Source: an optimization exercise on an open RTL-to-GDS flow (aim: small area, a short achievable clock period and few clock cycles per item). Production flows keep margins and buffers that such runs may drop.
Where RTL was checked, it was by simulation tests only, not by an equivalence proof against the original.
No activity file was given, so power comes from the tool's default toggle rates.

## round_robin_time_slice_scheduler
module round_robin_time_slice_scheduler #(
    parameter int MAX_TASKS = 8
) (
    input  logic        i_clk,
    input  logic        i_rst_n,
    input  logic        i_in_valid,
    output logic        o_in_ready,
    input  logic [1:0]  i_in_action,
    input  logic [2:0]  i_in_slot,
    input  logic [7:0]  i_in_burst,
    input  logic [15:0] i_in_arrival,
    output logic        o_out_valid,
    input  logic        i_out_ready,
    output logic [2:0]  o_out_ran_slot,
    output logic        o_out_idle,
    output logic        o_out_completed,
    output logic [15:0] o_out_completion_time,
    output logic        o_out_all_done,
    input  logic        psel,
    input  logic        penable,
    input  logic        pwrite,
    input  logic [2:0]  paddr,
    input  logic [31:0] pwdata,
    output logic [31:0] prdata,
    output logic        pready
);
Size in the first run: ~2,100 cells after synthesis, ~19,000 um^2 of cells after synthesis.
clock: 10.0 ns
lec_check: 0
abc_area: 1
cap_margin: 20
core_margin: 2
core_utilization: 55
cts_cluster_diameter: 100
cts_cluster_size: 25
slew_margin: 20
standard.sh (not shown) runs the stock make flow with config.mk's settings and CLKGATE_MAP_FILE= SYNTH_SCRIPT=/design/flow/synth_recipe.tcl, a recipe that flattens the netlist after the stock synthesis.
==> flow/flow/run.sh <==
#!/bin/bash
set -euo pipefail
bash standard.sh SETUP_SLACK_MARGIN=7 "BUFFER_PORTS_ARGS=-buffer_cell sky130_fd_sc_hd__buf_2" finish > standard_flow.log 2>&1
Testbench counts at the start, summed over its fixed seeds: cycles 6,637, items 6,509.
Edit:
CTS_CLUSTER_DIAMETER = 80   (was 100)
CTS_CLUSTER_SIZE = 20   (was 25)
After rerunning: The new run finished clean. Power climbs by about 3.7%. Maximum frequency drops by 1.1%. Routed wire length drops by 1.6%. Via count drops by about 0.5%.

* * *

Another version of the RTL of round_robin_time_slice_scheduler (not shown whole).
For scale: roughly 2,000 cells after synthesis, about 360 flip-flops.
clock: 10.0 ns
lec_check: 0
abc_area: 1
cap_margin: 20
core_margin: 2
core_utilization: 55
cts_cluster_diameter: 80
cts_cluster_size: 20
slew_margin: 20
==> flow/flow/run.sh <==
#!/bin/bash
set -euo pipefail
bash standard.sh SETUP_SLACK_MARGIN=7.2 "BUFFER_PORTS_ARGS=-buffer_cell sky130_fd_sc_hd__buf_2" finish > standard_flow.log 2>&1
The first run went through all stages and came out clean.
Testbench counts at the start, summed over its fixed seeds: cycles 6,637, items 6,509.
Rerun with:
==> flow/flow/run.sh (replaced) <==
#!/bin/bash
set -euo pipefail
bash standard.sh SETUP_SLACK_MARGIN=7 "BUFFER_PORTS_ARGS=-buffer_cell sky130_fd_sc_hd__buf_2" finish > standard_flow.log 2>&1
What happened: Setup slack gains 6.1 ps. Cell area came out lower by 4.0%. Final cell count came out lower by about 2%. Clock power barely changes. Power came out lower by about 1%. Combinational power came out lower by about 6%.
Rerun with:
- TNS_END_PERCENT: default -> 30
Outcome: The new run produced a clean layout; wire length went up by 1.7%; design area goes up by 3.7%; synthesized cell count does not change; cell count went up by 1.8%.
Rerun with:
- TNS_END_PERCENT: 30 -> 10
- power decreases by 2.3%
- maximum frequency decreases by 0.55%
- utilization decreases by 3.1 points
- worst setup slack got worse by 17 ps
- flip-flop and latch count does not change

* * *

the previous run:
round_robin_time_slice_scheduler, a different RTL version from the one above (not shown whole).
Size in the first run: ~130 I/O pins.
==> flow/config.mk <==
export PLATFORM = sky130hd
export DESIGN_NAME = round_robin_time_slice_scheduler
export DESIGN_NICKNAME = round_robin_time_slice_scheduler
export VERILOG_FILES = /design/flow/design.v
export SDC_FILE = /design/flow/constraint.sdc
export NUM_CORES = 4
export LEC_CHECK = 0
export CAP_MARGIN = 20
export CORE_MARGIN = 2
export CORE_UTILIZATION = 40
export SLEW_MARGIN = 20
==> flow/constraint.sdc <==
create_clock -name core_clock -period 10.0 [get_ports {i_clk}]
set_input_delay 2.0000 -clock core_clock [delete_from_list [all_inputs] [get_ports {i_clk}]]
set_output_delay 2.0000 -clock core_clock [all_outputs]
set_load 0.01 [all_outputs]
==> flow/flow/run.sh <==
#!/bin/bash
set -euo pipefail
bash standard.sh SETUP_SLACK_MARGIN=7 finish > standard_flow.log 2>&1
The previous run completed every stage of the flow, and the final layout passed the timing, DRC and antenna checks.
> inputs changed (the previous run -> the current run)
==> flow/run.sh (new file) <==
#!/bin/bash
# synth_recipe.tcl (not shown) runs the flow's synth.tcl, then flattens the netlist and writes it again
# the make line also repeats each setting of config.mk as NAME=value (left out here)
make -C /OpenROAD-flow-scripts/flow DESIGN_CONFIG=/design/flow/config.mk WORK_HOME=/design/flow/orfs CLKGATE_MAP_FILE= SYNTH_SCRIPT=/design/flow/synth_recipe.tcl finish
removed: flow/flow/run.sh
removed: flow/standard.sh
- Between the previous run and the current run, the clock group power figures differ only marginally.
- Re setup slack of the critical path after layout: the current run and the previous run aren't equal, and the lower value belongs to the current run.
- Against the previous run, the current run comes in 42 higher on maximum number of pins on one net before global-route repair.
- Going from the previous run to the current run, the power share of the combinational group was found to have gone down by 3.2 points.
Function was not checked in any run of this note: the RTL went through the layout flow alone.

* * *

== run a ==
Another version of the RTL of round_robin_time_slice_scheduler (not shown whole).
Size in the first run: ~2,000 cells after synthesis, roughly 360 flip-flops, about 19,000 um^2 of cells after synthesis.
Settings: LEC_CHECK=0, ABC_AREA=1, CAP_MARGIN=20, CORE_MARGIN=2, CORE_UTILIZATION=50, CTS_CLUSTER_DIAMETER=80, CTS_CLUSTER_SIZE=20, SLEW_MARGIN=20; clock period 10.0 ns.
==> flow/flow/run.sh <==
#!/bin/bash
set -euo pipefail
bash standard.sh SETUP_SLACK_MARGIN=7 "BUFFER_PORTS_ARGS=-buffer_cell sky130_fd_sc_hd__buf_2" finish > standard_flow.log 2>&1
Testbench counts of run a, summed over its fixed seeds: cycles 6,637, items 6,509.
diff inputs: run a => run b
- CORE_UTILIZATION now 60, was 50
Notes after the runs:
- Of run b and run a, the higher number of cell instances on the worst register-to-register path belongs to run b.
- NOTE: utilization in run b exceeds that of run a
- Compared with run a, in run b met1 routing resource usage after global routing went up by 5.0 points, number of gates given a new drive strength after cts went down by 16.

* * *

Setup of run A:
round_robin_time_slice_scheduler, a different RTL version from the one above (not shown whole).
Size: about 360 flip-flops, roughly 130 I/O pins, ~19000 um^2 of cells after synthesis.
Settings: LEC_CHECK=0, ABC_AREA=1, CAP_MARGIN=20, CORE_MARGIN=2, CORE_UTILIZATION=55, CTS_CLUSTER_DIAMETER=80, CTS_CLUSTER_SIZE=20, SLEW_MARGIN=20, TNS_END_PERCENT=10; clock period 10.0 ns.
Scripts as last shown in full above: flow/flow/run.sh
### run A -> run B
# run A
export LEC_CHECK = 0
export ABC_AREA = 1
export CAP_MARGIN = 20
export CORE_MARGIN = 2
export CORE_UTILIZATION = 55
export CTS_CLUSTER_DIAMETER = 80
export CTS_CLUSTER_SIZE = 20
export SLEW_MARGIN = 20
export TNS_END_PERCENT = 10
create_clock -name core_clock -period 10.0 [get_ports {i_clk}]
# run B
export LEC_CHECK = 0
export ABC_AREA = 1
export CAP_MARGIN = 20
export CORE_MARGIN = 2
export CORE_UTILIZATION = 55
export CTS_BUF_LIST = sky130_fd_sc_hd__clkbuf_8
export CTS_CLUSTER_DIAMETER = 60
export CTS_CLUSTER_SIZE = 14
export SLEW_MARGIN = 20
create_clock -name core_clock -period 10.0 [get_ports {i_clk}]
==> summary.txt <==
- Run B finished end to end and its layout was clean on timing, DRC and antenna.
- Via count of the first global-routing pass, run A and run B: higher on run B
- Worst path setup slack after routing, run A and run B, lower one = run A.
- | initial antenna violation count | lower: run B |
- [compare] base=run A new=run B: number of clock buffers in the layout rose by 5, wire length rose by about 2.6%.
Function was not checked in any run of this note: the RTL went through the layout flow alone.

* * *

round_robin_time_slice_scheduler with an RTL version that a note above also has.
Size: roughly 370 flip-flops, about 19000 um^2 of cells after synthesis.
## round_robin_time_slice_scheduler
module round_robin_time_slice_scheduler #(
    parameter int MAX_TASKS = 8
) (
    input  logic        i_clk,
    input  logic        i_rst_n,
    input  logic        i_in_valid,
    output logic        o_in_ready,
    input  logic [1:0]  i_in_action,
    input  logic [2:0]  i_in_slot,
    input  logic [7:0]  i_in_burst,
    input  logic [15:0] i_in_arrival,
    output logic        o_out_valid,
    input  logic        i_out_ready,
    output logic [2:0]  o_out_ran_slot,
    output logic        o_out_idle,
    output logic        o_out_completed,
    output logic [15:0] o_out_completion_time,
    output logic        o_out_all_done,
    input  logic        psel,
    input  logic        penable,
    input  logic        pwrite,
    input  logic [2:0]  paddr,
    input  logic [31:0] pwdata,
    output logic [31:0] prdata,
    output logic        pready
);
==> flow/config.mk <==
export PLATFORM = sky130hd
export DESIGN_NAME = round_robin_time_slice_scheduler
export DESIGN_NICKNAME = round_robin_time_slice_scheduler
export VERILOG_FILES = /design/flow/design.v
export SDC_FILE = /design/flow/constraint.sdc
export NUM_CORES = 4
export LEC_CHECK = 0
export ABC_AREA = 1
export CAP_MARGIN = 20
export CORE_MARGIN = 2
export CORE_UTILIZATION = 40
export CTS_CLUSTER_DIAMETER = 80
export CTS_CLUSTER_SIZE = 20
export SLEW_MARGIN = 20
==> flow/constraint.sdc <==
create_clock -name core_clock -period 10.0 [get_ports {i_clk}]
set_input_delay 2.0000 -clock core_clock [delete_from_list [all_inputs] [get_ports {i_clk}]]
set_output_delay 2.0000 -clock core_clock [all_outputs]
set_load 0.01 [all_outputs]
Scripts as last shown in full above: flow/flow/run.sh
Testbench counts at the start, summed over its fixed seeds: cycles 6,637, items 6,509.
Rerun with:
Settings changed: CORE_UTILIZATION 40 to 70.
=> Register-to-register slack gets worse by 50 ps. Wire length fell by 2.7%. Critical path depth fell by 4. Hold slack gets worse by 14 ps. Sequential share of layout area rose by 1.8 points. Clock power fell by about 20%. Synthesized cell count stays the same.

* * *

Setup of lane 5:
round_robin_time_slice_scheduler with an RTL version that a note above also has.
Size in the first run: about 2000 cells after synthesis.
==> flow/config.mk <==
export PLATFORM = sky130hd
export DESIGN_NAME = round_robin_time_slice_scheduler
export DESIGN_NICKNAME = round_robin_time_slice_scheduler
export VERILOG_FILES = /design/flow/design.v
export SDC_FILE = /design/flow/constraint.sdc
export NUM_CORES = 4
export LEC_CHECK = 0
export ABC_AREA = 1
export CAP_MARGIN = 20
export CORE_MARGIN = 2
export CORE_UTILIZATION = 55
export CTS_CLUSTER_DIAMETER = 80
export CTS_CLUSTER_SIZE = 20
export SLEW_MARGIN = 20
==> flow/constraint.sdc <==
create_clock -name core_clock -period 10.0 [get_ports {i_clk}]
set_input_delay 2.0000 -clock core_clock [delete_from_list [all_inputs] [get_ports {i_clk}]]
set_output_delay 2.0000 -clock core_clock [all_outputs]
set_load 0.01 [all_outputs]
Scripts as last shown in full above: flow/flow/run.sh
Lane 5 ran to completion and came out clean on the timing, DRC and antenna checks.
Testbench counts of lane 5, summed over its fixed seeds: cycles 6,637, items 6,509.
[inputs] lane 3 vs lane 5
- putting TNS_END_PERCENT at 10 where nothing was set
### Flow results
- The highest-delay cell along the critical path comes out sky130_fd_sc_hd__nor4_2 in one run and sky130_fd_sc_hd__dfxtp_1 in the other, namely in lane 5 and lane 3 respectively.
- Lane 3: summed area of non-filler cells in the final layout about 1.5% below lane 5
- Lane 5 and lane 3 ended up with nearly the same overall global routing resource usage.
- Against lane 5, lane 3 comes in 0.69 points higher on multi-input combinational area share.
- There was hardly any difference in area occupied by multi-input gates between lane 5 and lane 3.
- Lane 3 against lane 5: final period utilization grew by 0.95 points; routed wire length down 1.3%.

* * *

## the reference run
Another version of the RTL of round_robin_time_slice_scheduler (not shown whole).
Size: about 2100 cells after synthesis, ~380 flip-flops, roughly 19000 sq um of cells after synthesis.
Settings: LEC_CHECK=0, CAP_MARGIN=20, CORE_MARGIN=2, CORE_UTILIZATION=40, SLEW_MARGIN=20; clock period 10.0 ns.
==> flow/flow/run.sh <==
#!/bin/bash
set -euo pipefail
bash standard.sh SETUP_SLACK_MARGIN=7 "BUFFER_PORTS_ARGS=-buffer_cell sky130_fd_sc_hd__buf_2" CTS_CLUSTER_SIZE=20 CTS_CLUSTER_DIAMETER=80 ABC_AREA=1 finish > standard_flow.log 2>&1
Testbench counts of the reference run, summed over its fixed seeds: cycles 6,637, items 6,509.
Edits applied to the flow inputs when going from the reference run to the trial run:
- an added ABC_AREA of 1
- an added CTS_CLUSTER_SIZE of 20
- an added CTS_CLUSTER_DIAMETER of 80
==> flow/flow/run.sh <==
#!/bin/bash
set -euo pipefail
bash standard.sh SETUP_SLACK_MARGIN=7 "BUFFER_PORTS_ARGS=-buffer_cell sky130_fd_sc_hd__buf_2" finish > standard_flow.log 2>&1
Results
From the reference run to the trial run the numbers moved as follows: time the final worst path needs with I/O delays and setup about even, layout sequential cell count shows no meaningful change.
Any difference in maximum number of pins on one net before global-route repair between the trial run and the reference run is small enough to ignore.
Comparing the reference run against the trial run, there is no change at all in standard-cell row count.
Re post-cts hold buffer count: no difference whatsoever between the reference run and the trial run.
Diff the trial run..the reference run | well tap count | unchanged

-- afterwards: timing with drivers on the ports --
No port has a modelled driver above. Below, the same layouts with a new extraction and two added sets of constraints. Step 1 (the two cells are an assumption about what drives the block):
set clk [get_ports {i_clk}]
set_driving_cell -lib_cell sky130_fd_sc_hd__clkbuf_16 $clk
set_driving_cell -lib_cell sky130_fd_sc_hd__buf_2 [delete_from_list [all_inputs] $clk]
Step 2 times the ports against the registers' clock, not the clock port: input delays grow and output delays shrink by t, the midpoint of the rising clock arrivals with the driver on. Three values: ideal, step 1, step 2; two values: the first two.
run | t, ns | slack for setup (ns) | worst setup path after step 2 | slew at the worst register clock pin (ns)
the first run of note 1 | 0.585 | 6.910 / 6.861 / 6.338 | input to register | 0.11 / 0.11
the second run of note 1 | 0.615 | 6.876 / 6.853 / 6.295 | input to register | 0.09 / 0.09
the first run of note 2 | 0.611 | 6.876 / 6.821 / 6.347 | input to register | 0.09 / 0.09
the second run of note 2 | 0.625 | 6.882 / 6.826 / 6.320 | input to register | 0.09 / 0.09
the third run of note 2 | 0.617 | 6.856 / 6.828 / 6.252 | input to register | 0.09 / 0.09
the fourth run of note 2 | 0.611 | 6.839 / 6.788 / 6.247 | input to register | 0.09 / 0.09
the previous run | 0.615 | 6.381 / 6.402 / 5.787 | input to register | 0.06 / 0.06
the current run | 0.609 | 4.559 / 4.570 / 3.960 | input to register | 0.06 / 0.06
run a of note 4 | 0.613 | 6.870 / 6.851 / 6.293 | input to register | 0.09 / 0.09
run b of note 4 | 0.603 | 6.902 / 6.881 / 6.294 | input to register | 0.09 / 0.09
run A of note 5 | 0.598 | 6.826 / 6.771 / 6.347 | input to register | 0.09 / 0.09
run B of note 5 | 0.631 | 6.886 / 6.860 / 6.283 | input to register | 0.09 / 0.09
the first run of note 6 | 0.624 | 6.839 / 6.802 / 6.246 | input to register | 0.09 / 0.09
the second run of note 6 | 0.605 | 6.793 / 6.826 / 6.221 | input to register | 0.09 / 0.09
lane 5 | 0.611 | 6.908 / 6.875 / 6.304 | input to register | 0.09 / 0.09
lane 3 | 0.599 | 6.812 / 6.757 / 6.269 | input to register | 0.09 / 0.09
the reference run | 0.619 | 6.858 / 6.837 / 6.317 | input to register | 0.09 / 0.09
the trial run | 0.619 | 6.858 / 6.837 / 6.317 | input to register | 0.09 / 0.09
After both steps every run listed still meets setup and hold. For run b of note 4, which loses most, drivers alone change the setup slack by -0.021 ns; drivers and shift together by -0.608 ns.
